What follows belongs to an exercise in optimizing a design on an open flow for small area, a short achievable clock period and few clock cycles; a production flow would make more cautious choices. RTL that was checked went through simulation tests only; none was proved equivalent to the original. Power is estimated from default activity; no workload was simulated.

lane 1:
==> flow/design.v (excerpt) <==
module netflow_v5_packet_builder_core #(
	parameter int unsigned RECORDS_PER_PACKET = 30
) (
	input  logic        clk,
	input  logic        arst_n,
	input  logic        flow_valid,
	output logic        flow_ready,
	input  logic [31:0] flow_src_ip,
	input  logic [31:0] flow_dst_ip,
	input  logic [31:0] flow_packet_count,
	input  logic [31:0] flow_byte_count,
	input  logic [63:0] flow_first_seen,
	input  logic [63:0] flow_last_seen,
	input  logic [15:0] flow_src_port,
	input  logic [15:0] flow_dst_port,
	input  logic [7:0]  flow_tcp_flag_bits,
	input  logic [7:0]  flow_protocol,
	input  logic        flow_end_of_batch,
	output logic        words_valid,
	input  logic        words_ready,
	output logic [8:0]  words_word_index,
	output logic [31:0] words_data_word,
	output logic        words_last_of_packet
);
For scale: about 2,600 cells after synthesis, roughly 560 flip-flops, ~29,000 sq um of cells after synthesis.
export LEC_CHECK = 0
export CAP_MARGIN = 20
export CORE_MARGIN = 2
export CORE_UTILIZATION = 55
export CTS_BUF_LIST = sky130_fd_sc_hd__clkbuf_4 sky130_fd_sc_hd__clkbuf_8
export PLACE_DENSITY = 0.7
export SETUP_SLACK_MARGIN = 5
export SLEW_MARGIN = 20
export TNS_END_PERCENT = 0
create_clock -name core_clock -period 10.0 [get_ports {clk}]
standard.sh (not shown) runs the stock make flow with config.mk's settings and CLKGATE_MAP_FILE= SYNTH_SCRIPT=/design/flow/synth_recipe.tcl, a recipe that flattens the netlist after the stock synthesis.
==> flow/flow/run.sh <==
#!/bin/bash
set -euo pipefail
export BUFFER_PORTS_ARGS="-buffer_cell sky130_fd_sc_hd__buf_1"
bash standard.sh SETUP_SLACK_MARGIN=7 finish > layout.log 2>&1
The inputs of lane 2 differ from those of lane 1 as listed below.
-- flow/flow/run.sh --
<<< lane 1, line 4
bash standard.sh SETUP_SLACK_MARGIN=7 finish > layout.log 2>&1
>>> lane 2, line 4
bash standard.sh SETUP_SLACK_MARGIN=6.5 finish > layout.log 2>&1
[summary]
In terms of global routing met2 resource utilization, lane 1 and lane 2 differ only marginally. The run showing the smaller total of cells resized after clock tree synthesis is lane 2. For first-pass GRT wire length, lane 1 and lane 2 come out practically identical. Lane 1 leaves less setup margin than lane 2. Changes observed in lane 2 relative to lane 1: total power higher; via count roughly the same. Sum of met3 wire segment lengths after detailed routing: lane 2 vs lane 1 up about 0.64%. Synthesis-to-finish area growth was higher in lane 2 than in lane 1. Relative to lane 1, non-clock buffer count has increased by 3 in lane 2. Between lane 1 and lane 2, the sequential share of layout area is higher for lane 1. Looking at final design area excluding fillers across both flows, lane 2 is the weaker of the two, with lane 1 ahead. Lane 2: full flow OK, the timing, design-rule and antenna checks passed.
Function was not checked in any run of this note: the RTL went through the layout flow alone.

* * *

Another version of the RTL of netflow_v5_packet_builder_core (not shown whole).
Size: ~2700 cells after synthesis, about 29000 sq um of cells after synthesis.
Design netflow_v5_packet_builder_core, start of the top module:
module netflow_v5_packet_builder_core #(
	parameter int unsigned RECORDS_PER_PACKET = 30
) (
	input  logic        clk,
	input  logic        arst_n,
	input  logic        flow_valid,
	output logic        flow_ready,
	input  logic [31:0] flow_src_ip,
	input  logic [31:0] flow_dst_ip,
	input  logic [31:0] flow_packet_count,
	input  logic [31:0] flow_byte_count,
	input  logic [63:0] flow_first_seen,
	input  logic [63:0] flow_last_seen,
	input  logic [15:0] flow_src_port,
	input  logic [15:0] flow_dst_port,
	input  logic [7:0]  flow_tcp_flag_bits,
	input  logic [7:0]  flow_protocol,
	input  logic        flow_end_of_batch,
	output logic        words_valid,
	input  logic        words_ready,
	output logic [8:0]  words_word_index,
	output logic [31:0] words_data_word,
	output logic        words_last_of_packet
);
Settings: LEC_CHECK=0, CAP_MARGIN=20, CORE_MARGIN=2, CORE_UTILIZATION=40, PLACE_DENSITY=0.6, SETUP_SLACK_MARGIN=5, SLEW_MARGIN=20, TNS_END_PERCENT=0; clock period 10.0 ns.
==> flow/flow/run.sh <==
#!/bin/bash
set -euo pipefail
export BUFFER_PORTS_ARGS="-buffer_cell sky130_fd_sc_hd__buf_1"
bash standard.sh SETUP_SLACK_MARGIN=6.5 finish > layout.log 2>&1
The baseline passed the timing, design-rule and antenna checks.
Testbench counts at the start, summed over its fixed seeds: cycles 40,362.
Rerun with:
- CORE_UTILIZATION: 40 -> 55
- CTS_BUF_LIST: unset -> sky130_fd_sc_hd__clkbuf_4 sky130_fd_sc_hd__clkbuf_8
- PLACE_DENSITY: 0.6 -> 0.7
Outcome: The changed run produced a clean layout. Wire length is lower by 3.0%. Combinational power climbs by about 1%. Clock skew decreases by 0.0050 ns. Final cell count fell by 5.2%. Global-route usage went up by 8.8 points. Fmax grows by about 2.3%. Design area fell by about 1.1%. Hold slack is better by 0.010 ns. Flip-flop and latch count stays the same. Via count climbs by about 2.2%. Area after synthesis is unchanged.

## static timing again, ports no longer ideal
Ports are ideal in the flow. The routed layouts listed here were re-timed in OpenROAD. Step 1 (the two cells are an assumption about what drives the block):
set clk [get_ports {clk}]
set_driving_cell -lib_cell sky130_fd_sc_hd__clkbuf_16 $clk
set_driving_cell -lib_cell sky130_fd_sc_hd__buf_2 [delete_from_list [all_inputs] $clk]
Step 2 times the ports against the registers' clock, not the clock port: input delays grow and output delays shrink by t, the midpoint of the rising clock arrivals with the driver on. a / b / c = no drivers / after step 1 / after step 2; a / b = the first two.
run | shift t [ns] | setup WS [ns] | slew at the worst register clock pin (ns)
lane 1 | 0.754 | 6.132 / 6.132 / 5.505 | 0.07 / 0.07
lane 2 | 0.755 | 6.189 / 6.189 / 5.505 | 0.07 / 0.07
the first run of note 2 | 0.696 | 5.976 / 5.976 / 5.433 | 0.06 / 0.06
the second run of note 2 | 0.738 | 6.067 / 6.067 / 5.412 | 0.07 / 0.07
After both steps setup and hold are still met in every run listed. The setup slack of lane 2, which loses most, moves by 0.000 ns with the drivers and by -0.684 ns with both steps.
